Background: an optimization exercise with open tools, aiming at small area, a short achievable clock period and few clock cycles per item. Do not read the settings as production practice. The RTL was checked by simulation tests, not by an equivalence proof against the original design. Power figures rest on the tool's default switching activity, not on a simulated workload.

===== config.mk =====
export PLATFORM = sky130hd
export DESIGN_NAME = bresenham_line_rasterizer
export DESIGN_NICKNAME = bresenham_line_rasterizer
export VERILOG_FILES = /design/flow/design.v
export SDC_FILE = /design/flow/constraint.sdc
export NUM_CORES = 4
export LEC_CHECK = 0
export ABC_CLOCK_PERIOD_IN_PS = 4000
export CAP_MARGIN = 20
export CORE_MARGIN = 2
export CORE_UTILIZATION = 40
export SETUP_SLACK_MARGIN = 3.5
export SLEW_MARGIN = 20

===== constraint.sdc =====
create_clock -name core_clock -period 7.5 [get_ports {clock}]
set_input_delay 1.5000 -clock core_clock [delete_from_list [all_inputs] [get_ports {clock}]]
set_output_delay 1.5000 -clock core_clock [all_outputs]
set_load 0.01 [all_outputs]

===== design.v =====
package brl_pkg;
   localparam int COORD_BITS_DEFAULT  = 12;
   localparam int QUEUE_DEPTH_DEFAULT = 2;
   localparam int CFG_ADDR_BITS = 4;
   localparam int CFG_DATA_BITS = 32;
   localparam int OFFSET_BITS   = 12;
   localparam int STRIDE_BITS   = 16;
   localparam int CHAN_BITS     = 8;
   localparam int COLOR_BITS    = 3 * CHAN_BITS;
   localparam int ADDR_BITS     = 32;
   localparam int WORD_BITS     = 32;
   localparam int HALF_BITS     = WORD_BITS / 2;
   localparam int RED_SHIFT_565   = 11;
   localparam int GREEN_SHIFT_565 = 5;
   localparam int SHIFT_BGRX32 = 2;
   localparam int SHIFT_RGB565 = 1;
   typedef enum logic [1:0] {
      REG_X_OFFSET    = 2'd0,
      REG_Y_OFFSET    = 2'd1,
      REG_LINE_STRIDE = 2'd2,
      REG_PIXEL_MODE  = 2'd3
   } reg_index_type;
   typedef enum logic {
      MODE_BGRX32 = 1'b0,
      MODE_RGB565 = 1'b1
   } pixel_mode_type;
   typedef enum logic {
      KIND_LOAD = 1'b0,
      KIND_STEP = 1'b1
   } item_kind_type;
   typedef struct packed {
      logic [OFFSET_BITS-1:0] x_offset;
      logic [OFFSET_BITS-1:0] y_offset;
      logic [STRIDE_BITS-1:0] line_stride;
      pixel_mode_type         pixel_mode;
   } cfg_type;
   function automatic int entry_bits(input int coord_bits);
      entry_bits = 5 * coord_bits + COLOR_BITS + 3;
   endfunction
   function automatic int req_data_bits(input int coord_bits);
      req_data_bits = ((4 * coord_bits + COLOR_BITS + 7) / 8) * 8;
   endfunction
   function automatic int rsp_data_bits(input int coord_bits);
      rsp_data_bits = ((2 * coord_bits + ADDR_BITS + WORD_BITS + 7) / 8) * 8;
   endfunction
endpackage
module brl_front #(
   parameter int COORD_BITS = brl_pkg::COORD_BITS_DEFAULT
) (
   input  logic [brl_pkg::req_data_bits(COORD_BITS)-1:0]  req_tdata,
   output logic [COORD_BITS-1:0]                          xs, ys, xe, ye,
   output logic [COORD_BITS-1:0]                          adx, ady,
   output logic                                           xn, yn,
   output logic [brl_pkg::COLOR_BITS-1:0]                 color,
   input  logic [COORD_BITS-1:0]                          r_xs, r_ys, r_xe, r_ye,
   input  logic [COORD_BITS-1:0]                          r_adx, r_ady,
   input  logic                                           r_xn, r_yn,
   output logic                                           steep,
   output logic                                           minor_down,
   output logic [COORD_BITS-1:0]                          px0,
   output logic [COORD_BITS-1:0]                          py0,
   output logic [COORD_BITS-1:0]                          dmaj,
   output logic [COORD_BITS-1:0]                          dmin,
   output logic [COORD_BITS:0]                            dq
);
   localparam int C  = COORD_BITS;
   localparam int CB = brl_pkg::CHAN_BITS;
   logic [C:0] dx, dy, diff;
   logic       swap;
   assign xs    = req_tdata[C-1:0];
   assign ys    = req_tdata[2*C-1:C];
   assign xe    = req_tdata[3*C-1:2*C];
   assign ye    = req_tdata[4*C-1:3*C];
   assign color = {req_tdata[4*C+CB-1:4*C], req_tdata[4*C+2*CB-1:4*C+CB],
                   req_tdata[4*C+3*CB-1:4*C+2*CB]};
   always_comb begin
      dx  = {1'b0, xe} - {1'b0, xs};
      dy  = {1'b0, ye} - {1'b0, ys};
      xn  = dx[C];
      yn  = dy[C];
      adx = (dx[C-1:0] ^ {C{xn}}) + C'(xn);
      ady = (dy[C-1:0] ^ {C{yn}}) + C'(yn);
   end
   always_comb begin
      diff  = {1'b0, r_ady} - {1'b0, r_adx};
      steep = !diff[C];
      swap  = steep ? r_yn : r_xn;
      px0   = swap ? r_xe : r_xs;
      py0   = swap ? r_ye : r_ys;
      minor_down = r_xn ^ r_yn;
      dmaj  = steep ? r_ady : r_adx;
      dmin  = steep ? r_adx : r_ady;
      dq    = steep ? ~diff : diff;
   end
endmodule
module brl_mac (
   input  logic [31:0] a0,
   input  logic [31:0] a1,
   input  logic [31:0] b,
   input  logic [31:0] c,
   input  logic [12:0] y,
   input  logic [15:0] m,
   input  logic [17:0] m3,
   input  logic        en,
   output logic [31:0] s0,
   output logic [31:0] s1
);
   wire d0_1 = en & y[0] & ~y[1];
   wire d0_2 = en & ~y[0] & y[1];
   wire d0_3 = en & y[0] & y[1];
   wire p0_0 = (d0_1 & m[0]) | (d0_3 & m3[0]);
   wire p0_1 = (d0_1 & m[1]) | (d0_2 & m[0]) | (d0_3 & m3[1]);
   wire p0_2 = (d0_1 & m[2]) | (d0_2 & m[1]) | (d0_3 & m3[2]);
   wire p0_3 = (d0_1 & m[3]) | (d0_2 & m[2]) | (d0_3 & m3[3]);
   wire p0_4 = (d0_1 & m[4]) | (d0_2 & m[3]) | (d0_3 & m3[4]);
   wire p0_5 = (d0_1 & m[5]) | (d0_2 & m[4]) | (d0_3 & m3[5]);
   wire p0_6 = (d0_1 & m[6]) | (d0_2 & m[5]) | (d0_3 & m3[6]);
   wire p0_7 = (d0_1 & m[7]) | (d0_2 & m[6]) | (d0_3 & m3[7]);
   wire p0_8 = (d0_1 & m[8]) | (d0_2 & m[7]) | (d0_3 & m3[8]);
   wire p0_9 = (d0_1 & m[9]) | (d0_2 & m[8]) | (d0_3 & m3[9]);
   wire p0_10 = (d0_1 & m[10]) | (d0_2 & m[9]) | (d0_3 & m3[10]);
   wire p0_11 = (d0_1 & m[11]) | (d0_2 & m[10]) | (d0_3 & m3[11]);
   wire p0_12 = (d0_1 & m[12]) | (d0_2 & m[11]) | (d0_3 & m3[12]);
   wire p0_13 = (d0_1 & m[13]) | (d0_2 & m[12]) | (d0_3 & m3[13]);
   wire p0_14 = (d0_1 & m[14]) | (d0_2 & m[13]) | (d0_3 & m3[14]);
   wire p0_15 = (d0_1 & m[15]) | (d0_2 & m[14]) | (d0_3 & m3[15]);
   wire p0_16 = (d0_2 & m[15]) | (d0_3 & m3[16]);
   wire p0_17 = (d0_3 & m3[17]);
   wire d1_1 = en & y[2] & ~y[3];
   wire d1_2 = en & ~y[2] & y[3];
   wire d1_3 = en & y[2] & y[3];
   wire p1_0 = (d1_1 & m[0]) | (d1_3 & m3[0]);
   wire p1_1 = (d1_1 & m[1]) | (d1_2 & m[0]) | (d1_3 & m3[1]);
   wire p1_2 = (d1_1 & m[2]) | (d1_2 & m[1]) | (d1_3 & m3[2]);
   wire p1_3 = (d1_1 & m[3]) | (d1_2 & m[2]) | (d1_3 & m3[3]);
   wire p1_4 = (d1_1 & m[4]) | (d1_2 & m[3]) | (d1_3 & m3[4]);
   wire p1_5 = (d1_1 & m[5]) | (d1_2 & m[4]) | (d1_3 & m3[5]);
   wire p1_6 = (d1_1 & m[6]) | (d1_2 & m[5]) | (d1_3 & m3[6]);
   wire p1_7 = (d1_1 & m[7]) | (d1_2 & m[6]) | (d1_3 & m3[7]);
   wire p1_8 = (d1_1 & m[8]) | (d1_2 & m[7]) | (d1_3 & m3[8]);
   wire p1_9 = (d1_1 & m[9]) | (d1_2 & m[8]) | (d1_3 & m3[9]);
   wire p1_10 = (d1_1 & m[10]) | (d1_2 & m[9]) | (d1_3 & m3[10]);
   wire p1_11 = (d1_1 & m[11]) | (d1_2 & m[10]) | (d1_3 & m3[11]);
   wire p1_12 = (d1_1 & m[12]) | (d1_2 & m[11]) | (d1_3 & m3[12]);
   wire p1_13 = (d1_1 & m[13]) | (d1_2 & m[12]) | (d1_3 & m3[13]);
   wire p1_14 = (d1_1 & m[14]) | (d1_2 & m[13]) | (d1_3 & m3[14]);
   wire p1_15 = (d1_1 & m[15]) | (d1_2 & m[14]) | (d1_3 & m3[15]);
   wire p1_16 = (d1_2 & m[15]) | (d1_3 & m3[16]);
   wire p1_17 = (d1_3 & m3[17]);
   wire d2_1 = en & y[4] & ~y[5];
   wire d2_2 = en & ~y[4] & y[5];
   wire d2_3 = en & y[4] & y[5];
   wire p2_0 = (d2_1 & m[0]) | (d2_3 & m3[0]);
   wire p2_1 = (d2_1 & m[1]) | (d2_2 & m[0]) | (d2_3 & m3[1]);
   wire p2_2 = (d2_1 & m[2]) | (d2_2 & m[1]) | (d2_3 & m3[2]);
   wire p2_3 = (d2_1 & m[3]) | (d2_2 & m[2]) | (d2_3 & m3[3]);
   wire p2_4 = (d2_1 & m[4]) | (d2_2 & m[3]) | (d2_3 & m3[4]);
   wire p2_5 = (d2_1 & m[5]) | (d2_2 & m[4]) | (d2_3 & m3[5]);
   wire p2_6 = (d2_1 & m[6]) | (d2_2 & m[5]) | (d2_3 & m3[6]);
   wire p2_7 = (d2_1 & m[7]) | (d2_2 & m[6]) | (d2_3 & m3[7]);
   wire p2_8 = (d2_1 & m[8]) | (d2_2 & m[7]) | (d2_3 & m3[8]);
   wire p2_9 = (d2_1 & m[9]) | (d2_2 & m[8]) | (d2_3 & m3[9]);
   wire p2_10 = (d2_1 & m[10]) | (d2_2 & m[9]) | (d2_3 & m3[10]);
   wire p2_11 = (d2_1 & m[11]) | (d2_2 & m[10]) | (d2_3 & m3[11]);
   wire p2_12 = (d2_1 & m[12]) | (d2_2 & m[11]) | (d2_3 & m3[12]);
   wire p2_13 = (d2_1 & m[13]) | (d2_2 & m[12]) | (d2_3 & m3[13]);
   wire p2_14 = (d2_1 & m[14]) | (d2_2 & m[13]) | (d2_3 & m3[14]);
   wire p2_15 = (d2_1 & m[15]) | (d2_2 & m[14]) | (d2_3 & m3[15]);
   wire p2_16 = (d2_2 & m[15]) | (d2_3 & m3[16]);
   wire p2_17 = (d2_3 & m3[17]);
   wire d3_1 = en & y[6] & ~y[7];
   wire d3_2 = en & ~y[6] & y[7];
   wire d3_3 = en & y[6] & y[7];
   wire p3_0 = (d3_1 & m[0]) | (d3_3 & m3[0]);
   wire p3_1 = (d3_1 & m[1]) | (d3_2 & m[0]) | (d3_3 & m3[1]);
   wire p3_2 = (d3_1 & m[2]) | (d3_2 & m[1]) | (d3_3 & m3[2]);
   wire p3_3 = (d3_1 & m[3]) | (d3_2 & m[2]) | (d3_3 & m3[3]);
   wire p3_4 = (d3_1 & m[4]) | (d3_2 & m[3]) | (d3_3 & m3[4]);
   wire p3_5 = (d3_1 & m[5]) | (d3_2 & m[4]) | (d3_3 & m3[5]);
   wire p3_6 = (d3_1 & m[6]) | (d3_2 & m[5]) | (d3_3 & m3[6]);
   wire p3_7 = (d3_1 & m[7]) | (d3_2 & m[6]) | (d3_3 & m3[7]);
   wire p3_8 = (d3_1 & m[8]) | (d3_2 & m[7]) | (d3_3 & m3[8]);
   wire p3_9 = (d3_1 & m[9]) | (d3_2 & m[8]) | (d3_3 & m3[9]);
   wire p3_10 = (d3_1 & m[10]) | (d3_2 & m[9]) | (d3_3 & m3[10]);
   wire p3_11 = (d3_1 & m[11]) | (d3_2 & m[10]) | (d3_3 & m3[11]);
   wire p3_12 = (d3_1 & m[12]) | (d3_2 & m[11]) | (d3_3 & m3[12]);
   wire p3_13 = (d3_1 & m[13]) | (d3_2 & m[12]) | (d3_3 & m3[13]);
   wire p3_14 = (d3_1 & m[14]) | (d3_2 & m[13]) | (d3_3 & m3[14]);
   wire p3_15 = (d3_1 & m[15]) | (d3_2 & m[14]) | (d3_3 & m3[15]);
   wire p3_16 = (d3_2 & m[15]) | (d3_3 & m3[16]);
   wire p3_17 = (d3_3 & m3[17]);
   wire d4_1 = en & y[8] & ~y[9];
   wire d4_2 = en & ~y[8] & y[9];
   wire d4_3 = en & y[8] & y[9];
   wire p4_0 = (d4_1 & m[0]) | (d4_3 & m3[0]);
   wire p4_1 = (d4_1 & m[1]) | (d4_2 & m[0]) | (d4_3 & m3[1]);
   wire p4_2 = (d4_1 & m[2]) | (d4_2 & m[1]) | (d4_3 & m3[2]);
   wire p4_3 = (d4_1 & m[3]) | (d4_2 & m[2]) | (d4_3 & m3[3]);
   wire p4_4 = (d4_1 & m[4]) | (d4_2 & m[3]) | (d4_3 & m3[4]);
   wire p4_5 = (d4_1 & m[5]) | (d4_2 & m[4]) | (d4_3 & m3[5]);
   wire p4_6 = (d4_1 & m[6]) | (d4_2 & m[5]) | (d4_3 & m3[6]);
   wire p4_7 = (d4_1 & m[7]) | (d4_2 & m[6]) | (d4_3 & m3[7]);
   wire p4_8 = (d4_1 & m[8]) | (d4_2 & m[7]) | (d4_3 & m3[8]);
   wire p4_9 = (d4_1 & m[9]) | (d4_2 & m[8]) | (d4_3 & m3[9]);
   wire p4_10 = (d4_1 & m[10]) | (d4_2 & m[9]) | (d4_3 & m3[10]);
   wire p4_11 = (d4_1 & m[11]) | (d4_2 & m[10]) | (d4_3 & m3[11]);
   wire p4_12 = (d4_1 & m[12]) | (d4_2 & m[11]) | (d4_3 & m3[12]);
   wire p4_13 = (d4_1 & m[13]) | (d4_2 & m[12]) | (d4_3 & m3[13]);
   wire p4_14 = (d4_1 & m[14]) | (d4_2 & m[13]) | (d4_3 & m3[14]);
   wire p4_15 = (d4_1 & m[15]) | (d4_2 & m[14]) | (d4_3 & m3[15]);
   wire p4_16 = (d4_2 & m[15]) | (d4_3 & m3[16]);
   wire p4_17 = (d4_3 & m3[17]);
   wire d5_1 = en & y[10] & ~y[11];
   wire d5_2 = en & ~y[10] & y[11];
   wire d5_3 = en & y[10] & y[11];
   wire p5_0 = (d5_1 & m[0]) | (d5_3 & m3[0]);
   wire p5_1 = (d5_1 & m[1]) | (d5_2 & m[0]) | (d5_3 & m3[1]);
   wire p5_2 = (d5_1 & m[2]) | (d5_2 & m[1]) | (d5_3 & m3[2]);
   wire p5_3 = (d5_1 & m[3]) | (d5_2 & m[2]) | (d5_3 & m3[3]);
   wire p5_4 = (d5_1 & m[4]) | (d5_2 & m[3]) | (d5_3 & m3[4]);
   wire p5_5 = (d5_1 & m[5]) | (d5_2 & m[4]) | (d5_3 & m3[5]);
   wire p5_6 = (d5_1 & m[6]) | (d5_2 & m[5]) | (d5_3 & m3[6]);
   wire p5_7 = (d5_1 & m[7]) | (d5_2 & m[6]) | (d5_3 & m3[7]);
   wire p5_8 = (d5_1 & m[8]) | (d5_2 & m[7]) | (d5_3 & m3[8]);
   wire p5_9 = (d5_1 & m[9]) | (d5_2 & m[8]) | (d5_3 & m3[9]);
   wire p5_10 = (d5_1 & m[10]) | (d5_2 & m[9]) | (d5_3 & m3[10]);
   wire p5_11 = (d5_1 & m[11]) | (d5_2 & m[10]) | (d5_3 & m3[11]);
   wire p5_12 = (d5_1 & m[12]) | (d5_2 & m[11]) | (d5_3 & m3[12]);
   wire p5_13 = (d5_1 & m[13]) | (d5_2 & m[12]) | (d5_3 & m3[13]);
   wire p5_14 = (d5_1 & m[14]) | (d5_2 & m[13]) | (d5_3 & m3[14]);
   wire p5_15 = (d5_1 & m[15]) | (d5_2 & m[14]) | (d5_3 & m3[15]);
   wire p5_16 = (d5_2 & m[15]) | (d5_3 & m3[16]);
   wire p5_17 = (d5_3 & m3[17]);
   wire d6_1 = en & y[12] & ~1'b0;
   wire d6_2 = en & ~y[12] & 1'b0;
   wire d6_3 = en & y[12] & 1'b0;
   wire p6_0 = (d6_1 & m[0]);
   wire p6_1 = (d6_1 & m[1]) | (d6_2 & m[0]);
   wire p6_2 = (d6_1 & m[2]) | (d6_2 & m[1]);
   wire p6_3 = (d6_1 & m[3]) | (d6_2 & m[2]);
   wire p6_4 = (d6_1 & m[4]) | (d6_2 & m[3]);
   wire p6_5 = (d6_1 & m[5]) | (d6_2 & m[4]);
   wire p6_6 = (d6_1 & m[6]) | (d6_2 & m[5]);
   wire p6_7 = (d6_1 & m[7]) | (d6_2 & m[6]);
   wire p6_8 = (d6_1 & m[8]) | (d6_2 & m[7]);
   wire p6_9 = (d6_1 & m[9]) | (d6_2 & m[8]);
   wire p6_10 = (d6_1 & m[10]) | (d6_2 & m[9]);
   wire p6_11 = (d6_1 & m[11]) | (d6_2 & m[10]);
   wire p6_12 = (d6_1 & m[12]) | (d6_2 & m[11]);
   wire p6_13 = (d6_1 & m[13]) | (d6_2 & m[12]);
   wire p6_14 = (d6_1 & m[14]) | (d6_2 & m[13]);
   wire p6_15 = (d6_1 & m[15]) | (d6_2 & m[14]);
   wire p0_0m = p0_0 | b[0];
   wire p0_1m = p0_1 | b[1];
   wire p0_2m = p0_2 | b[2];
   wire p0_3m = p0_3 | b[3];
   wire p0_4m = p0_4 | b[4];
   wire p0_5m = p0_5 | b[5];
   wire p0_6m = p0_6 | b[6];
   wire p0_7m = p0_7 | b[7];
   wire p0_8m = p0_8 | b[8];
   wire p0_9m = p0_9 | b[9];
   wire p0_10m = p0_10 | b[10];
   wire p0_11m = p0_11 | b[11];
   wire p0_12m = p0_12 | b[12];
   wire p0_13m = p0_13 | b[13];
   wire p0_14m = p0_14 | b[14];
   wire p0_15m = p0_15 | b[15];
   wire p0_16m = p0_16 | b[16];
   wire p0_17m = p0_17 | b[17];
   wire p1_16m = p1_16 | b[18];
   wire p1_17m = p1_17 | b[19];
   wire p2_16m = p2_16 | b[20];
   wire p2_17m = p2_17 | b[21];
   wire p3_16m = p3_16 | b[22];
   wire p3_17m = p3_17 | b[23];
   wire p4_16m = p4_16 | b[24];
   wire p4_17m = p4_17 | b[25];
   wire p5_16m = p5_16 | b[26];
   wire p5_17m = p5_17 | b[27];
   wire p1_0m = p1_0 | c[2];
   wire p1_1m = p1_1 | c[3];
   wire p1_2m = p1_2 | c[4];
   wire p1_3m = p1_3 | c[5];
   wire p1_4m = p1_4 | c[6];
   wire p1_5m = p1_5 | c[7];
   wire p1_6m = p1_6 | c[8];
   wire p1_7m = p1_7 | c[9];
   wire p1_8m = p1_8 | c[10];
   wire p1_9m = p1_9 | c[11];
   wire p1_10m = p1_10 | c[12];
   wire p1_11m = p1_11 | c[13];
   wire p1_12m = p1_12 | c[14];
   wire p1_13m = p1_13 | c[15];
   wire p1_14m = p1_14 | c[16];
   wire p1_15m = p1_15 | c[17];
   wire p2_14m = p2_14 | c[18];
   wire p2_15m = p2_15 | c[19];
   wire p3_14m = p3_14 | c[20];
   wire p3_15m = p3_15 | c[21];
   wire p4_14m = p4_14 | c[22];
   wire p4_15m = p4_15 | c[23];
   wire p5_14m = p5_14 | c[24];
   wire p5_15m = p5_15 | c[25];
   wire p6_14m = p6_14 | c[26];
   wire p6_15m = p6_15 | c[27];
   wire hs0 = p0_8m ^ p1_6m;
   wire hc0 = p0_8m & p1_6m;
   wire fs1 = p0_9m ^ p1_7m ^ p2_5;
   wire fc1 = (p0_9m & p1_7m) | (p0_9m & p2_5) | (p1_7m & p2_5);
   wire fs2 = p0_10m ^ p1_8m ^ p2_6;
   wire fc2 = (p0_10m & p1_8m) | (p0_10m & p2_6) | (p1_8m & p2_6);
   wire hs3 = p3_4 ^ p4_2;
   wire hc3 = p3_4 & p4_2;
   wire fs4 = p0_11m ^ p1_9m ^ p2_7;
   wire fc4 = (p0_11m & p1_9m) | (p0_11m & p2_7) | (p1_9m & p2_7);
   wire fs5 = p3_5 ^ p4_3 ^ p5_1;
   wire fc5 = (p3_5 & p4_3) | (p3_5 & p5_1) | (p4_3 & p5_1);
   wire fs6 = p0_12m ^ p1_10m ^ p2_8;
   wire fc6 = (p0_12m & p1_10m) | (p0_12m & p2_8) | (p1_10m & p2_8);
   wire fs7 = p3_6 ^ p4_4 ^ p5_2;
   wire fc7 = (p3_6 & p4_4) | (p3_6 & p5_2) | (p4_4 & p5_2);
   wire hs8 = p6_0 ^ a0[12];
   wire hc8 = p6_0 & a0[12];
   wire fs9 = p0_13m ^ p1_11m ^ p2_9;
   wire fc9 = (p0_13m & p1_11m) | (p0_13m & p2_9) | (p1_11m & p2_9);
   wire fs10 = p3_7 ^ p4_5 ^ p5_3;
   wire fc10 = (p3_7 & p4_5) | (p3_7 & p5_3) | (p4_5 & p5_3);
   wire fs11 = p6_1 ^ a0[13] ^ a1[13];
   wire fc11 = (p6_1 & a0[13]) | (p6_1 & a1[13]) | (a0[13] & a1[13]);
   wire fs12 = p0_14m ^ p1_12m ^ p2_10;
   wire fc12 = (p0_14m & p1_12m) | (p0_14m & p2_10) | (p1_12m & p2_10);
   wire fs13 = p3_8 ^ p4_6 ^ p5_4;
   wire fc13 = (p3_8 & p4_6) | (p3_8 & p5_4) | (p4_6 & p5_4);
   wire fs14 = p6_2 ^ a0[14] ^ a1[14];
   wire fc14 = (p6_2 & a0[14]) | (p6_2 & a1[14]) | (a0[14] & a1[14]);
   wire fs15 = p0_15m ^ p1_13m ^ p2_11;
   wire fc15 = (p0_15m & p1_13m) | (p0_15m & p2_11) | (p1_13m & p2_11);
   wire fs16 = p3_9 ^ p4_7 ^ p5_5;
   wire fc16 = (p3_9 & p4_7) | (p3_9 & p5_5) | (p4_7 & p5_5);
   wire fs17 = p6_3 ^ a0[15] ^ a1[15];
   wire fc17 = (p6_3 & a0[15]) | (p6_3 & a1[15]) | (a0[15] & a1[15]);
   wire fs18 = p0_16m ^ p1_14m ^ p2_12;
   wire fc18 = (p0_16m & p1_14m) | (p0_16m & p2_12) | (p1_14m & p2_12);
   wire fs19 = p3_10 ^ p4_8 ^ p5_6;
   wire fc19 = (p3_10 & p4_8) | (p3_10 & p5_6) | (p4_8 & p5_6);
   wire fs20 = p6_4 ^ a0[16] ^ a1[16];
   wire fc20 = (p6_4 & a0[16]) | (p6_4 & a1[16]) | (a0[16] & a1[16]);
   wire fs21 = p0_17m ^ p1_15m ^ p2_13;
   wire fc21 = (p0_17m & p1_15m) | (p0_17m & p2_13) | (p1_15m & p2_13);
   wire fs22 = p3_11 ^ p4_9 ^ p5_7;
   wire fc22 = (p3_11 & p4_9) | (p3_11 & p5_7) | (p4_9 & p5_7);
   wire fs23 = p6_5 ^ a0[17] ^ a1[17];
   wire fc23 = (p6_5 & a0[17]) | (p6_5 & a1[17]) | (a0[17] & a1[17]);
   wire fs24 = p1_16m ^ p2_14m ^ p3_12;
   wire fc24 = (p1_16m & p2_14m) | (p1_16m & p3_12) | (p2_14m & p3_12);
   wire fs25 = p4_10 ^ p5_8 ^ p6_6;
   wire fc25 = (p4_10 & p5_8) | (p4_10 & p6_6) | (p5_8 & p6_6);
   wire hs26 = a0[18] ^ a1[18];
   wire hc26 = a0[18] & a1[18];
   wire fs27 = p1_17m ^ p2_15m ^ p3_13;
   wire fc27 = (p1_17m & p2_15m) | (p1_17m & p3_13) | (p2_15m & p3_13);
   wire fs28 = p4_11 ^ p5_9 ^ p6_7;
   wire fc28 = (p4_11 & p5_9) | (p4_11 & p6_7) | (p5_9 & p6_7);
   wire hs29 = a0[19] ^ a1[19];
   wire hc29 = a0[19] & a1[19];
   wire fs30 = p2_16m ^ p3_14m ^ p4_12;
   wire fc30 = (p2_16m & p3_14m) | (p2_16m & p4_12) | (p3_14m & p4_12);
   wire fs31 = p5_10 ^ p6_8 ^ a0[20];
   wire fc31 = (p5_10 & p6_8) | (p5_10 & a0[20]) | (p6_8 & a0[20]);
   wire fs32 = p2_17m ^ p3_15m ^ p4_13;
   wire fc32 = (p2_17m & p3_15m) | (p2_17m & p4_13) | (p3_15m & p4_13);
   wire hs33 = p5_11 ^ p6_9;
   wire hc33 = p5_11 & p6_9;
   wire fs34 = p3_16m ^ p4_14m ^ p5_12;
   wire fc34 = (p3_16m & p4_14m) | (p3_16m & p5_12) | (p4_14m & p5_12);
   wire hs35 = p3_17m ^ p4_15m;
   wire hc35 = p3_17m & p4_15m;
   wire hs36 = p0_4m ^ p1_2m;
   wire hc36 = p0_4m & p1_2m;
   wire fs37 = p0_5m ^ p1_3m ^ p2_1;
   wire fc37 = (p0_5m & p1_3m) | (p0_5m & p2_1) | (p1_3m & p2_1);
   wire fs38 = p0_6m ^ p1_4m ^ p2_2;
   wire fc38 = (p0_6m & p1_4m) | (p0_6m & p2_2) | (p1_4m & p2_2);
   wire hs39 = p3_0 ^ a0[6];
   wire hc39 = p3_0 & a0[6];
   wire fs40 = p0_7m ^ p1_5m ^ p2_3;
   wire fc40 = (p0_7m & p1_5m) | (p0_7m & p2_3) | (p1_5m & p2_3);
   wire fs41 = p3_1 ^ a0[7] ^ a1[7];
   wire fc41 = (p3_1 & a0[7]) | (p3_1 & a1[7]) | (a0[7] & a1[7]);
   wire fs42 = p2_4 ^ p3_2 ^ p4_0;
   wire fc42 = (p2_4 & p3_2) | (p2_4 & p4_0) | (p3_2 & p4_0);
   wire fs43 = a0[8] ^ a1[8] ^ hs0;
   wire fc43 = (a0[8] & a1[8]) | (a0[8] & hs0) | (a1[8] & hs0);
   wire fs44 = p3_3 ^ p4_1 ^ a0[9];
   wire fc44 = (p3_3 & p4_1) | (p3_3 & a0[9]) | (p4_1 & a0[9]);
   wire fs45 = a1[9] ^ fs1 ^ hc0;
   wire fc45 = (a1[9] & fs1) | (a1[9] & hc0) | (fs1 & hc0);
   wire fs46 = p5_0 ^ a0[10] ^ a1[10];
   wire fc46 = (p5_0 & a0[10]) | (p5_0 & a1[10]) | (a0[10] & a1[10]);
   wire fs47 = fs2 ^ hs3 ^ fc1;
   wire fc47 = (fs2 & hs3) | (fs2 & fc1) | (hs3 & fc1);
   wire fs48 = a0[11] ^ a1[11] ^ fs4;
   wire fc48 = (a0[11] & a1[11]) | (a0[11] & fs4) | (a1[11] & fs4);
   wire fs49 = fs5 ^ fc2 ^ hc3;
   wire fc49 = (fs5 & fc2) | (fs5 & hc3) | (fc2 & hc3);
   wire fs50 = a1[12] ^ fs6 ^ fs7;
   wire fc50 = (a1[12] & fs6) | (a1[12] & fs7) | (fs6 & fs7);
   wire fs51 = hs8 ^ fc4 ^ fc5;
   wire fc51 = (hs8 & fc4) | (hs8 & fc5) | (fc4 & fc5);
   wire fs52 = fs9 ^ fs10 ^ fs11;
   wire fc52 = (fs9 & fs10) | (fs9 & fs11) | (fs10 & fs11);
   wire fs53 = fc6 ^ fc7 ^ hc8;
   wire fc53 = (fc6 & fc7) | (fc6 & hc8) | (fc7 & hc8);
   wire fs54 = fs12 ^ fs13 ^ fs14;
   wire fc54 = (fs12 & fs13) | (fs12 & fs14) | (fs13 & fs14);
   wire fs55 = fc9 ^ fc10 ^ fc11;
   wire fc55 = (fc9 & fc10) | (fc9 & fc11) | (fc10 & fc11);
   wire fs56 = fs15 ^ fs16 ^ fs17;
   wire fc56 = (fs15 & fs16) | (fs15 & fs17) | (fs16 & fs17);
   wire fs57 = fc12 ^ fc13 ^ fc14;
   wire fc57 = (fc12 & fc13) | (fc12 & fc14) | (fc13 & fc14);
   wire fs58 = fs18 ^ fs19 ^ fs20;
   wire fc58 = (fs18 & fs19) | (fs18 & fs20) | (fs19 & fs20);
   wire fs59 = fc15 ^ fc16 ^ fc17;
   wire fc59 = (fc15 & fc16) | (fc15 & fc17) | (fc16 & fc17);
   wire fs60 = fs21 ^ fs22 ^ fs23;
   wire fc60 = (fs21 & fs22) | (fs21 & fs23) | (fs22 & fs23);
   wire fs61 = fc18 ^ fc19 ^ fc20;
   wire fc61 = (fc18 & fc19) | (fc18 & fc20) | (fc19 & fc20);
   wire fs62 = fs24 ^ fs25 ^ hs26;
   wire fc62 = (fs24 & fs25) | (fs24 & hs26) | (fs25 & hs26);
   wire fs63 = fc21 ^ fc22 ^ fc23;
   wire fc63 = (fc21 & fc22) | (fc21 & fc23) | (fc22 & fc23);
   wire fs64 = fs27 ^ fs28 ^ hs29;
   wire fc64 = (fs27 & fs28) | (fs27 & hs29) | (fs28 & hs29);
   wire fs65 = fc24 ^ fc25 ^ hc26;
   wire fc65 = (fc24 & fc25) | (fc24 & hc26) | (fc25 & hc26);
   wire fs66 = a1[20] ^ fs30 ^ fs31;
   wire fc66 = (a1[20] & fs30) | (a1[20] & fs31) | (fs30 & fs31);
   wire fs67 = fc27 ^ fc28 ^ hc29;
   wire fc67 = (fc27 & fc28) | (fc27 & hc29) | (fc28 & hc29);
   wire fs68 = a0[21] ^ a1[21] ^ fs32;
   wire fc68 = (a0[21] & a1[21]) | (a0[21] & fs32) | (a1[21] & fs32);
   wire fs69 = hs33 ^ fc30 ^ fc31;
   wire fc69 = (hs33 & fc30) | (hs33 & fc31) | (fc30 & fc31);
   wire fs70 = p6_10 ^ a0[22] ^ a1[22];
   wire fc70 = (p6_10 & a0[22]) | (p6_10 & a1[22]) | (a0[22] & a1[22]);
   wire fs71 = fs34 ^ fc32 ^ hc33;
   wire fc71 = (fs34 & fc32) | (fs34 & hc33) | (fc32 & hc33);
   wire fs72 = p5_13 ^ p6_11 ^ a0[23];
   wire fc72 = (p5_13 & p6_11) | (p5_13 & a0[23]) | (p6_11 & a0[23]);
   wire fs73 = a1[23] ^ hs35 ^ fc34;
   wire fc73 = (a1[23] & hs35) | (a1[23] & fc34) | (hs35 & fc34);
   wire fs74 = p4_16m ^ p5_14m ^ p6_12;
   wire fc74 = (p4_16m & p5_14m) | (p4_16m & p6_12) | (p5_14m & p6_12);
   wire fs75 = a0[24] ^ a1[24] ^ hc35;
   wire fc75 = (a0[24] & a1[24]) | (a0[24] & hc35) | (a1[24] & hc35);
   wire fs76 = p4_17m ^ p5_15m ^ p6_13;
   wire fc76 = (p4_17m & p5_15m) | (p4_17m & p6_13) | (p5_15m & p6_13);
   wire hs77 = a0[25] ^ a1[25];
   wire hc77 = a0[25] & a1[25];
   wire fs78 = p5_16m ^ p6_14m ^ a0[26];
   wire fc78 = (p5_16m & p6_14m) | (p5_16m & a0[26]) | (p6_14m & a0[26]);
   wire hs79 = p5_17m ^ p6_15m;
   wire hc79 = p5_17m & p6_15m;
   wire hs80 = a0[28] ^ a1[28];
   wire hc80 = a0[28] & a1[28];
   wire hs81 = a0[29] ^ a1[29];
   wire hc81 = a0[29] & a1[29];
   wire hs82 = a0[30] ^ a1[30];
   wire hc82 = a0[30] & a1[30];
   wire hs83 = a0[31] ^ a1[31];
   wire hc83 = a0[31] & a1[31];
   wire hs84 = p0_0m ^ a0[0];
   wire hc84 = p0_0m & a0[0];
   wire fs85 = p0_1m ^ a0[1] ^ a1[1];
   wire fc85 = (p0_1m & a0[1]) | (p0_1m & a1[1]) | (a0[1] & a1[1]);
   wire fs86 = p0_2m ^ p1_0m ^ a0[2];
   wire fc86 = (p0_2m & p1_0m) | (p0_2m & a0[2]) | (p1_0m & a0[2]);
   wire fs87 = p0_3m ^ p1_1m ^ a0[3];
   wire fc87 = (p0_3m & p1_1m) | (p0_3m & a0[3]) | (p1_1m & a0[3]);
   wire fs88 = p2_0 ^ a0[4] ^ a1[4];
   wire fc88 = (p2_0 & a0[4]) | (p2_0 & a1[4]) | (a0[4] & a1[4]);
   wire fs89 = a0[5] ^ a1[5] ^ fs37;
   wire fc89 = (a0[5] & a1[5]) | (a0[5] & fs37) | (a1[5] & fs37);
   wire fs90 = a1[6] ^ fs38 ^ hs39;
   wire fc90 = (a1[6] & fs38) | (a1[6] & hs39) | (fs38 & hs39);
   wire fs91 = fs40 ^ fs41 ^ fc38;
   wire fc91 = (fs40 & fs41) | (fs40 & fc38) | (fs41 & fc38);
   wire fs92 = fs42 ^ fs43 ^ fc40;
   wire fc92 = (fs42 & fs43) | (fs42 & fc40) | (fs43 & fc40);
   wire fs93 = fs44 ^ fs45 ^ fc42;
   wire fc93 = (fs44 & fs45) | (fs44 & fc42) | (fs45 & fc42);
   wire fs94 = fs46 ^ fs47 ^ fc44;
   wire fc94 = (fs46 & fs47) | (fs46 & fc44) | (fs47 & fc44);
   wire fs95 = fs48 ^ fs49 ^ fc46;
   wire fc95 = (fs48 & fs49) | (fs48 & fc46) | (fs49 & fc46);
   wire fs96 = fs50 ^ fs51 ^ fc48;
   wire fc96 = (fs50 & fs51) | (fs50 & fc48) | (fs51 & fc48);
   wire fs97 = fs52 ^ fs53 ^ fc50;
   wire fc97 = (fs52 & fs53) | (fs52 & fc50) | (fs53 & fc50);
   wire fs98 = fs54 ^ fs55 ^ fc52;
   wire fc98 = (fs54 & fs55) | (fs54 & fc52) | (fs55 & fc52);
   wire fs99 = fs56 ^ fs57 ^ fc54;
   wire fc99 = (fs56 & fs57) | (fs56 & fc54) | (fs57 & fc54);
   wire fs100 = fs58 ^ fs59 ^ fc56;
   wire fc100 = (fs58 & fs59) | (fs58 & fc56) | (fs59 & fc56);
   wire fs101 = fs60 ^ fs61 ^ fc58;
   wire fc101 = (fs60 & fs61) | (fs60 & fc58) | (fs61 & fc58);
   wire fs102 = fs62 ^ fs63 ^ fc60;
   wire fc102 = (fs62 & fs63) | (fs62 & fc60) | (fs63 & fc60);
   wire fs103 = fs64 ^ fs65 ^ fc62;
   wire fc103 = (fs64 & fs65) | (fs64 & fc62) | (fs65 & fc62);
   wire fs104 = fs66 ^ fs67 ^ fc64;
   wire fc104 = (fs66 & fs67) | (fs66 & fc64) | (fs67 & fc64);
   wire fs105 = fs68 ^ fs69 ^ fc66;
   wire fc105 = (fs68 & fs69) | (fs68 & fc66) | (fs69 & fc66);
   wire fs106 = fs70 ^ fs71 ^ fc68;
   wire fc106 = (fs70 & fs71) | (fs70 & fc68) | (fs71 & fc68);
   wire fs107 = fs72 ^ fs73 ^ fc70;
   wire fc107 = (fs72 & fs73) | (fs72 & fc70) | (fs73 & fc70);
   wire fs108 = fs74 ^ fs75 ^ fc72;
   wire fc108 = (fs74 & fs75) | (fs74 & fc72) | (fs75 & fc72);
   wire fs109 = fs76 ^ hs77 ^ fc74;
   wire fc109 = (fs76 & hs77) | (fs76 & fc74) | (hs77 & fc74);
   wire fs110 = a1[26] ^ fs78 ^ fc76;
   wire fc110 = (a1[26] & fs78) | (a1[26] & fc76) | (fs78 & fc76);
   wire fs111 = a0[27] ^ a1[27] ^ hs79;
   wire fc111 = (a0[27] & a1[27]) | (a0[27] & hs79) | (a1[27] & hs79);
   wire fs112 = b[28] ^ c[28] ^ hs80;
   wire fc112 = (b[28] & c[28]) | (b[28] & hs80) | (c[28] & hs80);
   wire fs113 = b[29] ^ c[29] ^ hs81;
   wire fc113 = (b[29] & c[29]) | (b[29] & hs81) | (c[29] & hs81);
   wire fs114 = b[30] ^ c[30] ^ hs82;
   wire fc114 = (b[30] & c[30]) | (b[30] & hs82) | (c[30] & hs82);
   wire fs115 = b[31] ^ c[31] ^ hs83;
   wire fc115 = (b[31] & c[31]) | (b[31] & hs83) | (c[31] & hs83);
   wire hs116 = a1[0] ^ c[0];
   wire hc116 = a1[0] & c[0];
   wire fs117 = c[1] ^ fs85 ^ hc84;
   wire fc117 = (c[1] & fs85) | (c[1] & hc84) | (fs85 & hc84);
   wire fs118 = a1[2] ^ fs86 ^ fc85;
   wire fc118 = (a1[2] & fs86) | (a1[2] & fc85) | (fs86 & fc85);
   wire fs119 = a1[3] ^ fs87 ^ fc86;
   wire fc119 = (a1[3] & fs87) | (a1[3] & fc86) | (fs87 & fc86);
   wire fs120 = hs36 ^ fs88 ^ fc87;
   wire fc120 = (hs36 & fs88) | (hs36 & fc87) | (fs88 & fc87);
   wire fs121 = hc36 ^ fs89 ^ fc88;
   wire fc121 = (hc36 & fs89) | (hc36 & fc88) | (fs89 & fc88);
   wire fs122 = fc37 ^ fs90 ^ fc89;
   wire fc122 = (fc37 & fs90) | (fc37 & fc89) | (fs90 & fc89);
   wire fs123 = hc39 ^ fs91 ^ fc90;
   wire fc123 = (hc39 & fs91) | (hc39 & fc90) | (fs91 & fc90);
   wire fs124 = fc41 ^ fs92 ^ fc91;
   wire fc124 = (fc41 & fs92) | (fc41 & fc91) | (fs92 & fc91);
   wire fs125 = fc43 ^ fs93 ^ fc92;
   wire fc125 = (fc43 & fs93) | (fc43 & fc92) | (fs93 & fc92);
   wire fs126 = fc45 ^ fs94 ^ fc93;
   wire fc126 = (fc45 & fs94) | (fc45 & fc93) | (fs94 & fc93);
   wire fs127 = fc47 ^ fs95 ^ fc94;
   wire fc127 = (fc47 & fs95) | (fc47 & fc94) | (fs95 & fc94);
   wire fs128 = fc49 ^ fs96 ^ fc95;
   wire fc128 = (fc49 & fs96) | (fc49 & fc95) | (fs96 & fc95);
   wire fs129 = fc51 ^ fs97 ^ fc96;
   wire fc129 = (fc51 & fs97) | (fc51 & fc96) | (fs97 & fc96);
   wire fs130 = fc53 ^ fs98 ^ fc97;
   wire fc130 = (fc53 & fs98) | (fc53 & fc97) | (fs98 & fc97);
   wire fs131 = fc55 ^ fs99 ^ fc98;
   wire fc131 = (fc55 & fs99) | (fc55 & fc98) | (fs99 & fc98);
   wire fs132 = fc57 ^ fs100 ^ fc99;
   wire fc132 = (fc57 & fs100) | (fc57 & fc99) | (fs100 & fc99);
   wire fs133 = fc59 ^ fs101 ^ fc100;
   wire fc133 = (fc59 & fs101) | (fc59 & fc100) | (fs101 & fc100);
   wire fs134 = fc61 ^ fs102 ^ fc101;
   wire fc134 = (fc61 & fs102) | (fc61 & fc101) | (fs102 & fc101);
   wire fs135 = fc63 ^ fs103 ^ fc102;
   wire fc135 = (fc63 & fs103) | (fc63 & fc102) | (fs103 & fc102);
   wire fs136 = fc65 ^ fs104 ^ fc103;
   wire fc136 = (fc65 & fs104) | (fc65 & fc103) | (fs104 & fc103);
   wire fs137 = fc67 ^ fs105 ^ fc104;
   wire fc137 = (fc67 & fs105) | (fc67 & fc104) | (fs105 & fc104);
   wire fs138 = fc69 ^ fs106 ^ fc105;
   wire fc138 = (fc69 & fs106) | (fc69 & fc105) | (fs106 & fc105);
   wire fs139 = fc71 ^ fs107 ^ fc106;
   wire fc139 = (fc71 & fs107) | (fc71 & fc106) | (fs107 & fc106);
   wire fs140 = fc73 ^ fs108 ^ fc107;
   wire fc140 = (fc73 & fs108) | (fc73 & fc107) | (fs108 & fc107);
   wire fs141 = fc75 ^ fs109 ^ fc108;
   wire fc141 = (fc75 & fs109) | (fc75 & fc108) | (fs109 & fc108);
   wire fs142 = hc77 ^ fs110 ^ fc109;
   wire fc142 = (hc77 & fs110) | (hc77 & fc109) | (fs110 & fc109);
   wire fs143 = fc78 ^ fs111 ^ fc110;
   wire fc143 = (fc78 & fs111) | (fc78 & fc110) | (fs111 & fc110);
   wire fs144 = hc79 ^ fs112 ^ fc111;
   wire fc144 = (hc79 & fs112) | (hc79 & fc111) | (fs112 & fc111);
   wire fs145 = hc80 ^ fs113 ^ fc112;
   wire fc145 = (hc80 & fs113) | (hc80 & fc112) | (fs113 & fc112);
   wire fs146 = hc81 ^ fs114 ^ fc113;
   wire fc146 = (hc81 & fs114) | (hc81 & fc113) | (fs114 & fc113);
   wire fs147 = hc82 ^ fs115 ^ fc114;
   wire fc147 = (hc82 & fs115) | (hc82 & fc114) | (fs115 & fc114);
   assign s0 = {fs147, fs146, fs145, fs144, fs143, fs142, fs141, fs140, fs139, fs138, fs137, fs136, fs135, fs134, fs133, fs132, fs131, fs130, fs129, fs128, fs127, fs126, fs125, fs124, fs123, fs122, fs121, fs120, fs119, fs118, fs117, hs84};
   assign s1 = {fc146, fc145, fc144, fc143, fc142, fc141, fc140, fc139, fc138, fc137, fc136, fc135, fc134, fc133, fc132, fc131, fc130, fc129, fc128, fc127, fc126, fc125, fc124, fc123, fc122, fc121, fc120, fc119, fc118, fc117, hc116, hs116};
endmodule
module brl_back #(
   parameter int COORD_BITS = brl_pkg::COORD_BITS_DEFAULT
) (
   input  logic                                           clock,
   input  logic                                           reset,
   input  brl_pkg::cfg_type                               cfg,
   input  logic [brl_pkg::STRIDE_BITS+1:0]                stride3,
   input  logic                                           req_tvalid,
   output logic                                           req_tready,
   input  logic [brl_pkg::req_data_bits(COORD_BITS)-1:0]  req_tdata,
   input  logic                                           req_tuser,
   output logic                                           rsp_tvalid,
   input  logic                                           rsp_tready,
   output logic [brl_pkg::rsp_data_bits(COORD_BITS)-1:0]  rsp_tdata,
   output logic                                           rsp_tlast
);
   localparam int C  = COORD_BITS;
   localparam int AB = brl_pkg::ADDR_BITS;
   localparam int WB = brl_pkg::WORD_BITS;
   localparam int HB = brl_pkg::HALF_BITS;
   localparam int CB = brl_pkg::CHAN_BITS;
   localparam int RSP_BITS = brl_pkg::rsp_data_bits(COORD_BITS);
   logic active_ff;      
   logic out_valid_ff;   
   logic setup1_ff;      
   logic setup2_ff;      
   logic                           steep_ff, down_ff;
   logic [C-1:0]                   px_ff, py_ff, rem_ff, dmin_ff;
   logic [C:0]                     dq_ff, g_ff;
   logic [brl_pkg::COLOR_BITS-1:0] color_ff;
   logic [AB-1:0]                  addr0_ff, addr1_ff;
   logic [C-1:0]                   f_xs, f_ys, f_xe, f_ye, f_adx, f_ady;
   logic                           f_xn, f_yn, f_steep, f_down;
   logic [C-1:0]                   f_px, f_py, f_dmaj, f_dmin;
   logic [C:0]                     f_dq;
   logic [brl_pkg::COLOR_BITS-1:0] f_color;
   brl_front #(
      .COORD_BITS (COORD_BITS)
   ) u_front (
      .req_tdata  (req_tdata),
      .xs         (f_xs),
      .ys         (f_ys),
      .xe         (f_xe),
      .ye         (f_ye),
      .adx        (f_adx),
      .ady        (f_ady),
      .xn         (f_xn),
      .yn         (f_yn),
      .color      (f_color),
      .r_xs       (px_ff),
      .r_ys       (py_ff),
      .r_xe       (rem_ff),
      .r_ye       (dmin_ff),
      .r_adx      (dq_ff[C-1:0]),
      .r_ady      (g_ff[C-1:0]),
      .r_xn       (steep_ff),
      .r_yn       (down_ff),
      .steep      (f_steep),
      .minor_down (f_down),
      .px0        (f_px),
      .py0        (f_py),
      .dmaj       (f_dmaj),
      .dmin       (f_dmin),
      .dq         (f_dq)
   );
   logic            deliver, accept, load, step, open_now, cond, g_cin;
   logic [C:0]      g_op, g_add, g_next, y_sum;
   logic [C-1:0]    px_delta, py_delta;
   logic [AB-1:0]   x_part, x_off, mac0, mac1, bsel, csel, addr;
   logic [2:0]      s_pix;
   logic [CB-1:0]   red, green, blue;
   logic [HB-1:0]   word565;
   logic [WB-1:0]   word;
   assign deliver    = out_valid_ff && rsp_tready;
   assign req_tready = !setup1_ff && (!out_valid_ff || rsp_tready);
   assign accept     = req_tvalid && req_tready;
   assign load       = accept && brl_pkg::item_kind_type'(req_tuser) == brl_pkg::KIND_LOAD;
   assign step       = accept && brl_pkg::item_kind_type'(req_tuser) == brl_pkg::KIND_STEP;
   assign open_now   = deliver ? rem_ff != C'(1) : active_ff;
   assign cond       = !g_ff[C] && !setup2_ff;
   always_comb begin
      y_sum = (C+1)'(f_py) + (C+1)'(cfg.y_offset);
      case (cfg.pixel_mode)
         brl_pkg::MODE_RGB565: begin
            x_part = AB'(f_px) << brl_pkg::SHIFT_RGB565;
            x_off  = AB'(cfg.x_offset) << brl_pkg::SHIFT_RGB565;
         end
         default: begin
            x_part = AB'(f_px) << brl_pkg::SHIFT_BGRX32;
            x_off  = AB'(cfg.x_offset) << brl_pkg::SHIFT_BGRX32;
         end
      endcase
      g_op   = setup2_ff ? ~{2'b00, rem_ff[C-1:1]} : g_ff;
      g_add  = cond ? dq_ff : {1'b0, dmin_ff};
      g_cin  = cond && steep_ff;
      g_next = g_op + g_add + (C+1)'(g_cin);
      s_pix = cfg.pixel_mode ? 3'd2 : 3'd4;
      bsel  = '0;
      csel  = '0;
      if (!setup2_ff) begin
         if (steep_ff) begin
            bsel = AB'(cfg.line_stride);
            csel = !cond ? '0 : down_ff ? -(AB'(s_pix)) : AB'(s_pix);
         end else begin
            bsel = !cond ? '0 : down_ff ? ~(AB'(cfg.line_stride)) : AB'(cfg.line_stride);
            csel = AB'(s_pix) + AB'(cond && down_ff);
         end
      end
   end
   always_comb begin
      px_delta = C'(1);
      py_delta = C'(1);
      if (steep_ff) px_delta = !cond ? '0 : down_ff ? '1 : C'(1);
      else          py_delta = !cond ? '0 : down_ff ? '1 : C'(1);
   end
   brl_mac u_mac (
      .a0 (addr0_ff),
      .a1 (addr1_ff),
      .b  (bsel),
      .c  (csel),
      .y  (g_ff),
      .m  (cfg.line_stride),
      .m3 (stride3),
      .en (setup2_ff),
      .s0 (mac0),
      .s1 (mac1)
   );
   always_ff @(posedge clock) begin
      if (reset) begin
         active_ff    <= 1'b0;
         out_valid_ff <= 1'b0;
         setup1_ff    <= 1'b0;
         setup2_ff    <= 1'b0;
      end else begin
         setup1_ff <= load;
         setup2_ff <= setup1_ff && !load;
         if (load) begin
            active_ff    <= 1'b0;
            out_valid_ff <= 1'b0;
         end else if (setup1_ff) begin
            active_ff    <= f_dmaj != '0;
         end else begin
            if (deliver) active_ff <= rem_ff != C'(1);
            if (step) out_valid_ff <= open_now;
            else if (deliver) out_valid_ff <= 1'b0;
         end
      end
   end
   always_ff @(posedge clock) begin
      if (load) begin
         px_ff    <= f_xs;
         py_ff    <= f_ys;
         rem_ff   <= f_xe;
         dmin_ff  <= f_ye;
         dq_ff    <= {1'b0, f_adx};
         g_ff     <= {1'b0, f_ady};
         steep_ff <= f_xn;
         down_ff  <= f_yn;
         color_ff <= f_color;
      end else if (setup1_ff) begin
         steep_ff <= f_steep;
         down_ff  <= f_down;
         px_ff    <= f_px;
         py_ff    <= f_py;
         rem_ff   <= f_dmaj;
         dmin_ff  <= f_dmin;
         dq_ff    <= f_dq;
         g_ff     <= y_sum;
         addr0_ff <= x_part;
         addr1_ff <= x_off;
      end else if (setup2_ff) begin
         g_ff     <= g_next;
         addr0_ff <= mac0;
         addr1_ff <= mac1;
      end else if (deliver) begin
         px_ff    <= px_ff + px_delta;
         py_ff    <= py_ff + py_delta;
         g_ff     <= g_next;
         rem_ff   <= rem_ff - C'(1);
         addr0_ff <= mac0;
         addr1_ff <= mac1;
      end
   end
   always_comb begin
      red   = color_ff[3*CB-1:2*CB];
      green = color_ff[2*CB-1:CB];
      blue  = color_ff[CB-1:0];
      word565 = (HB'(red) << brl_pkg::RED_SHIFT_565) |
                (HB'(green) << brl_pkg::GREEN_SHIFT_565) | HB'(blue);
      case (cfg.pixel_mode)
         brl_pkg::MODE_RGB565: word = WB'(word565);
         default:              word = WB'(color_ff);
      endcase
   end
   assign rsp_tvalid = out_valid_ff;
   assign rsp_tlast  = rem_ff == C'(1);
   assign addr       = addr0_ff + addr1_ff;
   assign rsp_tdata  = RSP_BITS'({word, addr, py_ff, px_ff});
endmodule
module bresenham_line_rasterizer #(
   parameter int COORD_BITS  = brl_pkg::COORD_BITS_DEFAULT,
   parameter int QUEUE_DEPTH = brl_pkg::QUEUE_DEPTH_DEFAULT
) (
   input  logic                                           clock,
   input  logic                                           reset,
   input  logic                                           req_tvalid,
   output logic                                           req_tready,
   input  logic [brl_pkg::req_data_bits(COORD_BITS)-1:0]  req_tdata,
   input  logic                                           req_tuser,
   output logic                                           rsp_tvalid,
   input  logic                                           rsp_tready,
   output logic [brl_pkg::rsp_data_bits(COORD_BITS)-1:0]  rsp_tdata,
   output logic                                           rsp_tlast,
   input  logic                                           csr_psel,
   input  logic                                           csr_penable,
   input  logic                                           csr_pwrite,
   input  logic [brl_pkg::CFG_ADDR_BITS-1:0]              csr_paddr,
   input  logic [brl_pkg::CFG_DATA_BITS-1:0]              csr_pwdata,
   output logic [brl_pkg::CFG_DATA_BITS-1:0]              csr_prdata,
   output logic                                           csr_pready
);
   localparam int DB = brl_pkg::CFG_DATA_BITS;
   brl_pkg::cfg_type       cfg_ff, cfg_in;
   brl_pkg::reg_index_type csr_index;
   logic                   csr_write;
   logic [brl_pkg::STRIDE_BITS+1:0] stride3_ff;
   assign csr_pready = 1'b1;
   assign csr_index  = brl_pkg::reg_index_type'(csr_paddr[brl_pkg::CFG_ADDR_BITS-1:2]);
   assign csr_write  = csr_psel && csr_penable && csr_pwrite && csr_pready;
   always_comb begin
      cfg_in = cfg_ff;
      if (csr_write) begin
         case (csr_index)
            brl_pkg::REG_X_OFFSET:
               cfg_in.x_offset = csr_pwdata[brl_pkg::OFFSET_BITS-1:0];
            brl_pkg::REG_Y_OFFSET:
               cfg_in.y_offset = csr_pwdata[brl_pkg::OFFSET_BITS-1:0];
            brl_pkg::REG_LINE_STRIDE:
               cfg_in.line_stride = csr_pwdata[brl_pkg::STRIDE_BITS-1:0];
            brl_pkg::REG_PIXEL_MODE:
               cfg_in.pixel_mode = brl_pkg::pixel_mode_type'(csr_pwdata[0]);
            default: cfg_in = cfg_ff;
         endcase
      end
   end
   always_comb begin
      case (csr_index)
         brl_pkg::REG_X_OFFSET:    csr_prdata = DB'(cfg_ff.x_offset);
         brl_pkg::REG_Y_OFFSET:    csr_prdata = DB'(cfg_ff.y_offset);
         brl_pkg::REG_LINE_STRIDE: csr_prdata = DB'(cfg_ff.line_stride);
         brl_pkg::REG_PIXEL_MODE:  csr_prdata = DB'(cfg_ff.pixel_mode);
         default:                  csr_prdata = '0;
      endcase
   end
   always_ff @(posedge clock) begin
      if (reset) begin
         cfg_ff     <= '0;
         stride3_ff <= '0;
      end else begin
         cfg_ff     <= cfg_in;
         stride3_ff <= (brl_pkg::STRIDE_BITS+2)'(cfg_in.line_stride) +
                       (brl_pkg::STRIDE_BITS+2)'({cfg_in.line_stride, 1'b0});
      end
   end
   brl_back #(
      .COORD_BITS (COORD_BITS)
   ) u_back (
      .clock      (clock),
      .reset      (reset),
      .cfg        (cfg_ff),
      .stride3    (stride3_ff),
      .req_tvalid (req_tvalid),
      .req_tready (req_tready),
      .req_tdata  (req_tdata),
      .req_tuser  (req_tuser),
      .rsp_tvalid (rsp_tvalid),
      .rsp_tready (rsp_tready),
      .rsp_tdata  (rsp_tdata),
      .rsp_tlast  (rsp_tlast)
   );
endmodule

===== run.sh =====
#!/bin/bash
# synth_recipe.tcl (not shown) runs the flow's synth.tcl, then flattens the netlist and writes it again
# the make line also repeats each setting of config.mk as NAME=value (left out here)
make -C /OpenROAD-flow-scripts/flow DESIGN_CONFIG=/design/flow/config.mk WORK_HOME=/design/flow/orfs CLKGATE_MAP_FILE= SYNTH_SCRIPT=/design/flow/synth_recipe.tcl finish

==> run notes, run 1 <==
- Finished Cell Area: 29400 µm²
- Netlist cell types: 71
- Worst min-delay path category: register to register
- Final WL: 77700 µm
- Vias per cell: 5.69
- Pin count of the biggest net entering global routing: 109
- Tightest Pin Transition: 0.917 ns
- Hold Worst Slack: 0.503 ns
- Cells after Synth: 2508
- CTS tree: done
- PortBufs: 196
- WP depth: 20
- CP max-delay cell: edfxtp_1
- Initial antenna violation count: 0
- CP required: 7.81 ns
- Cts bufs inserted: 28
- HP Start: u_back.dq_ff[12]
- Seq/Total Area, Yosys: 26.7%
- Grt total ovfl: 0
- Area Overhead vs Synth: 27.5%
- Number of diodes: 0
- CP peak stage delay: 0.49 ns
- Count of state elements after synthesis: 226
- Sum Neg Setup Slack: 0 ns
- Buf/Inv on CP: 2
- TritonRoute pass-1 iters: 5
- Post-synth top area cell: edfxtp_1
- Fillers: 5097
- H-tree Lvls: 1
- Final Power: 10400 µW
- Die W: 244 µm
- Io pins: 240
- Post-synth ARST share: 0%
- Overall Global Routing Usage: 25.1%
- Final Critical Period: 5.10 ns
- WS Path Type: register to register
- DR DRC count: 0
- CP Max Fanout: 4
- Die area: 59600 µm²
- Relative slew slack: 38.5%
- Status: no timing/DRC/antenna violations
- Synth top area cells: edfxtp_1 (21%), fa_1 (12%), ha_1 (7.9%)
- Avg Synthesized Cell Area: 9.19 µm²
- Critical R2R Capture: u_back.g_ff[10]
- Share of cells above drive strength 1: 23.5%
- Clk buf depth: 3
- Final Cycle Share: 68.0%
- Vias in the first global route: 19800
- Setup-failing EPs final: 0
- Avg WL per Cell: 21.9 µm
- Synth Cell Area: 23000 µm²
- Vias: 20100
- Post-CTS Hold Fix Bufs: 0
- Worst skew pair latency: 0.58 ns
- Register-to-Register Path Depth: 20
- Power per cell area: 354 nW/µm²
- Delay-heaviest family, CP: compound AO/OA/AOI/OAI gates
- Cells along the critical path: inv_1 > ha_4 > nor2b_2 > o31a_1 > o221a_1 > o31a_1 > o41ai_4 > buf_4 > mux2i_4 > mux2_4 > ha_4 > fa_2 > a21oi_4 > o21ai_4 > a2111oi_4 > o31ai_4 > xnor2_1 > nand2_1 > o211ai_1 > o31ai_1
- Number of synthesized flops with an enable pin: 162
- Final design utilization: 51.8%
- Fmax: 196 MHz
- Sink Count: 226
- Slew Limit Fails: 0
- Fin nets: 3162
- Reg-to-Reg Start: u_back.dq_ff[2]
- Starting DRC count in detailed routing: 1742
- Startpoint Class: register
- Dpl hpwl: 55300 µm
- Initial core utilization: 40.6%
- First-pass GRT wire length: 117000 µm
- Final ANT Viol Nets: 0
- Root buffer cell: clkbuf_16
- Chip height: 244 µm
- Critical path arrival: 5.41 ns
- Synth top area share: 21.1%
- Placer Congestion: 0.917
- Std-Cell Rows: 87
- DP Area: 25900 µm²
- P_leak: 0.0121 µW
- Clk pin slew, worst setup/hold paths: 0.07 ns
- Core area: 56700 µm²
- Hold path depth: 2
- RSZ-0062 raised after global routing: yes
- FF-to-FF setup slack: 2.40 ns
- Skew final: 0.0181 ns
- Yosys warns: 3
- CP Capture Type: register
- Final hold vios: 0
- Total of max-cap violations: 0
- Primary FF master, synth: edfxtp_1
- Maximum VDD drop: 337 µV
- WHS Endpoint: u_back.dq_ff[12]
## registers in the layout, indices dropped and copies added (netlist names), 13 cells and up
signal           flops
cfg_ff              40
stride3_ff          18
u_back.addr0_ff     32
u_back.addr1_ff     32
u_back.color_ff     24
u_back.dq_ff        13
u_back.g_ff         13
## cells in the final DEF, fill, tap and decap left out, drive strengths merged, types with 25 or more instances in the layout
cell / n
a21oi: 140
clkdlybuf4s50: 132
conb: 25
o21ai: 125
nand2: 155
xnor2: 98
a21o: 39
buf: 207
nor3: 34
mux2i: 102
a221o: 25
clkbuf: 42
a22o: 37
and3: 29
fa: 139
mux2: 96
inv: 234
xor2: 48
nor2: 168
edfxtp: 162
dfxtp: 64
a22oi: 62
nor2b: 130
nand3: 26
ha: 145
## how the worst max path moves through the flow
stage                    start              end  slack, ns
2_1_floorplan   u_back.g_ff[0]  u_back.g_ff[12]       2.34
3_3_place_gp      csr_paddr[2]   stride3_ff[15]       1.83
3_5_place_dp      csr_paddr[2]   stride3_ff[15]       1.80
4_1_cts         u_back.g_ff[0]  u_back.g_ff[10]       2.49
5_1_grt         u_back.g_ff[0]  u_back.g_ff[10]       2.19
6_report       u_back.dq_ff[2]  u_back.g_ff[10]       2.40
## where the power goes
part           switching [µW]  internal, µW  total [µW]
logic                    3760          3210        6970
clock network             571           794        1370
registers                 255          1800        2060
total                    4590          5810       10400
## layer usage
metal / global-route usage [%] / vias up / wire length, µm
met4: 7.23 / 0 / 2490
met1: 36.0 / 9795 / 34500
met2: 38.0 / 848 / 33700
met5: 0 / - / 0
met3: 5.34 / 143 / 7010
li1: - / 9340 / -
## worst reg2reg max path: cells and delay by family (launching register included)
family                     cells  cell delay (ns)
AOI/OAI and AO/OA             10             2.14
xor gates and xnor gates       1             0.15
DFF                            1             0.49
muxes                          2             0.66
buffers and inverters          2             0.37
adders and majority gates      3             0.78
and+or+nand+nor                2             0.26
## per-stage QoR
stage	setup WS (ns)	cells
3_5_place_dp	1.80	3348
6_report	2.40	3540
5_1_grt	2.19	3540
4_1_cts	2.49	3487
3_3_place_gp	1.83	3348
2_1_floorplan	2.34	2531
## logic make-up after synthesis
| kind of cell | count (synthesis) | share of synthesized area (%) |
|---|---|---|
| simple gates | 642 | 13.8 |
| compound gates | 601 | 17.6 |
| buf+inv | 407 | 7.12 |
| fa+ha+maj | 284 | 19.9 |
| flops | 226 | 26.7 |
| mux | 199 | 9.22 |
| xor+xnor | 147 | 5.65 |
| other cells | 2 | 0.0326 |
## area by class of cell
class                   instances  area [µm²]  share of cell area [%]
multi-input cells            1900       17000                    57.8
flip-flops and latches        226        6160                    21.0
repair buffers                370        3460                    11.8
well taps                     756         946                    3.22
inverters                     236         922                    3.14
clock buffers                  37         776                    2.64
clock inverters                15         139                   0.473
## cells in the mapped netlist (all sizes together) (8+ instances only)
cell     count
nor3        34
a211oi      20
a221oi      15
a21oi      140
or3         12
mux2i      102
inv        235
a221o       25
nand2b      17
xor2        48
ha         145
a31oi       19
dfxtp       64
and3        29
nor2b      130
buf         50
nor2       168
o221ai      14
o21bai      10
o21a        17
a2111oi      9
clkbuf     121
a22oi       62
a21o        39
o22ai        8
o21ai      125
nand2      155
nor4        12
fa         139
a22o        37
edfxtp     162
or2         14
and2        17
nand3       26
xnor2       98
mux2        96
o211ai      10
## timing repair
action                                  4_1_cts  5_1_grt
gates cloned                                  4        1
endpoints found under the setup margin      220      167
endpoints found under the hold margin         0        0
buffers inserted                             83       52
resized for setup                           392      182
pin swaps                                   146       96
Testbench counts, summed over its fixed seeds: cycles 24,679, pixels 21,307.
==> run 2: changes to the inputs <==
--- a/config.mk
+++ b/config.mk
@@ -6,8 +6,8 @@
 export NUM_CORES = 4
 export LEC_CHECK = 0
-export ABC_CLOCK_PERIOD_IN_PS = 4000
+export ABC_CLOCK_PERIOD_IN_PS = 3000
 export CAP_MARGIN = 20
 export CORE_MARGIN = 2
 export CORE_UTILIZATION = 40
-export SETUP_SLACK_MARGIN = 3.5
+export SETUP_SLACK_MARGIN = 4.2
 export SLEW_MARGIN = 20
==> run 2 against run 1 <==
Compared with the run above: synthesized cell count unchanged; register-to-register slack barely moved; flip-flop and latch count is the same; maximum frequency is 0.13% higher; via count up 5.5%; clock power rose by 14%; clock skew up 0.011 ns; non-clock buffer count rose by 142; clock-buffer cell count unchanged.
==> run notes, run 2 <==
- Avg WL per Cell: 22.6 µm
- Synth Cell Area: 23000 µm²
- CTS tree: done
- XOR/XNOR Fraction of Synth Area: 5.65%
- Total of max-cap violations: 0
- Seq/Total Area, Yosys: 26.7%
- Area Overhead vs Synth: 40.6%
- Number of synthesized flops with an enable pin: 162
- CP peak stage delay: 0.52 ns
- Startpoint Class: register
- CP Capture Type: register
- Power per cell area: 381 nW/µm²
- Post-synth top area cell: edfxtp_1
- Pint: 7220 µW
- Largest register FFs: 40
- Die W: 244 µm
- Root buffer cell: clkbuf_16
- Synth cell count leaders: inv_1 (234), nor2_1 (168), edfxtp_1 (162)
- Fmax: 196 MHz
- Vias per cell: 5.77
- Synth top area cells: edfxtp_1 (21%), fa_1 (12%), ha_1 (7.9%)
- Worst skew pair latency: 0.60 ns
- Final Critical Period: 5.09 ns
- Starting DRC count in detailed routing: 1888
- TritonRoute pass-1 iters: 7
- Reg power frac: 16.9%
- Clk pin slew, worst setup/hold paths: 0.06 ns
- Sum Neg Setup Slack: 0 ns
- Primary FF master, synth: edfxtp_1
- Post-synthesis compound-gate area fraction: 17.6%
- Maximum VDD drop: 303 µV
- Pin count of the biggest net entering global routing: 90
- Worst min-delay path category: register to register
- Biggest regs: cfg_ff: 40 flops, u_back.addr0_ff: 32 flops, u_back.addr1_ff: 32 flops
- Core area: 56700 µm²
- Post-Layout Cell Count: 3684
- Fin nets: 3306
- WS Path Type: register to register
- CP max-delay cell: edfxtp_1
- Adder-cell area share of the yosys netlist: 19.9%
- Final Power: 12400 µW
- P_leak: 0.0134 µW
- Chip height: 244 µm
- Final ANT Viol Nets: 0
- Status: no timing/DRC/antenna violations
- Slew Limit Fails: 0
- Clk buf depth: 3
- DR DRC count: 0
- Setup-failing EPs final: 0
-- run 2: changes by cell type in the layout (fill, tap and decap cells not counted), moves of 11 or more --
| cell | previous run | this run |
|---|---|---|
| clkdlybuf4s50_1 | 132 | 102 |
| nor2b_4 | 12 | 23 |
| nand2_1 | 150 | 133 |
| o21ai_2 | 13 | 32 |
| mux2i_4 | 4 | 30 |
| buf_4 | 125 | 171 |
| mux2i_1 | 97 | 67 |
| o21ai_1 | 12 | 36 |
| a21oi_1 | 117 | 105 |
| buf_6 | 32 | 110 |
| buf_12 | 11 | 26 |
| nand2_2 | 4 | 17 |
| dlygate4sd2_1 | 14 | 34 |
| o21ai_0 | 98 | 52 |
-- run 2: metrics by stage --
stage	cell area (µm²)	hold WS, ns
global placement	26400	0.457
CTS	30700	0.478
finish	32400	0.474
floorplan	24200	0.441
detailed placement	26400	0.464
global route	32400	0.539
-- run 2: final cells by class --
type | count | area [µm²] | share of cell area, %
Clock inverter | 16 | 268 | 0.826
Multi-Input combinational cell | 1901 | 18100 | 55.8
Clock buffer | 37 | 783 | 2.42
Tap cell | 756 | 946 | 2.92
Timing Repair Buffer | 512 | 5220 | 16.1
Sequential cell | 226 | 6170 | 19.0
Inverter | 236 | 935 | 2.88
-- run 2: power by group through the flow --
| stage | Clock (µW) | Sequential, µW | Combinational, µW |
|---|---|---|---|
| final | 1560 | 2090 | 8710 |
| after global placement | 0 | 2080 | 5890 |
| after detailed placement | 0 | 2090 | 6010 |
| after CTS | 1580 | 2050 | 7530 |
| after floorplan | 0 | 1980 | 4420 |
| after global routing | 1620 | 2100 | 9350 |
-- run 2: metal layers --
metal | global-route usage (%) | part of all wire, %
met1 | 36.8 | 44
met2 | 40.9 | 44
met3 | 4.80 | 8.4
met4 | 9.24 | 3.8
met5 | 0 | 0
-- run 2: kinds of logic after synthesis --
family	Yosys count
flip-flops	226
adder cells (fa/ha/maj)	284
AO/OA/AOI/OAI	601
other	2
XOR/XNOR	147
buffers and inverters	407
multiplexers	199
AND/OR/NAND/NOR	642
-- run 2: path summary, 6_finish.rpt --
kind	from	endpoint	slack, ns	depth (start not counted)
setup / recovery	u_back.dq_ff[2]	u_back.g_ff[10]	2.41	21
hold / removal	u_back.dq_ff[12]	u_back.dq_ff[12]	0.47	2
setup reg to reg	u_back.dq_ff[2]	u_back.g_ff[10]	2.41	21
hold reg to reg	u_back.dq_ff[12]	u_back.dq_ff[12]	0.47	2
-- run 2: worst reg2reg max path, cell delays in order (launching register included) --
cell	delay, ns
edfxtp_1	0.52
inv_1	0.19
ha_4	0.23
nor2b_4	0.13
o31a_1	0.26
o221a_1	0.24
o31a_1	0.29
o41ai_4	0.21
buf_4	0.19
mux2i_4	0.31
mux2_4	0.36
ha_4	0.18
fa_2	0.39
a21oi_2	0.20
o21ai_2	0.11
a2111oi_4	0.29
buf_4	0.19
o31ai_4	0.07
xnor2_1	0.15
nand2_1	0.10
o211ai_1	0.13
o31ai_1	0.10
-- run 2: what timing repair did --
item                                    4_1_cts  5_1_grt
setup buffers                               175       91
hold buffers                                  0        0
pin swaps                                   174      139
gates cloned                                 13        4
resized for setup                           668      252
endpoints found under the setup margin      387      277

separate check: timing with driven ports:
The flow's constraints put no driver on any port. The routed layouts listed below were extracted and timed again, unchanged, in two steps.
Step 1 sets driving cells, clkbuf_16 on the clock port and buf_2 on the other inputs (assumed; they add their load-dependent delay and slew).
Step 2, shift: input delay + t, output delay - t, t = (earliest + latest rising clock arrival at the registers) / 2. This alone moves slack from input paths to output paths.
a / b / c = ideal ports / drivers / drivers and shift; a / b = the first two.
| run | t (ns) | setup WS [ns] |
|---|---|---|
| run 1 | 0.630 | 2.403 / 2.403 / 2.403 |
| run 2 | 0.635 | 2.410 / 2.410 / 2.410 |
After both steps every run listed still meets setup and hold.
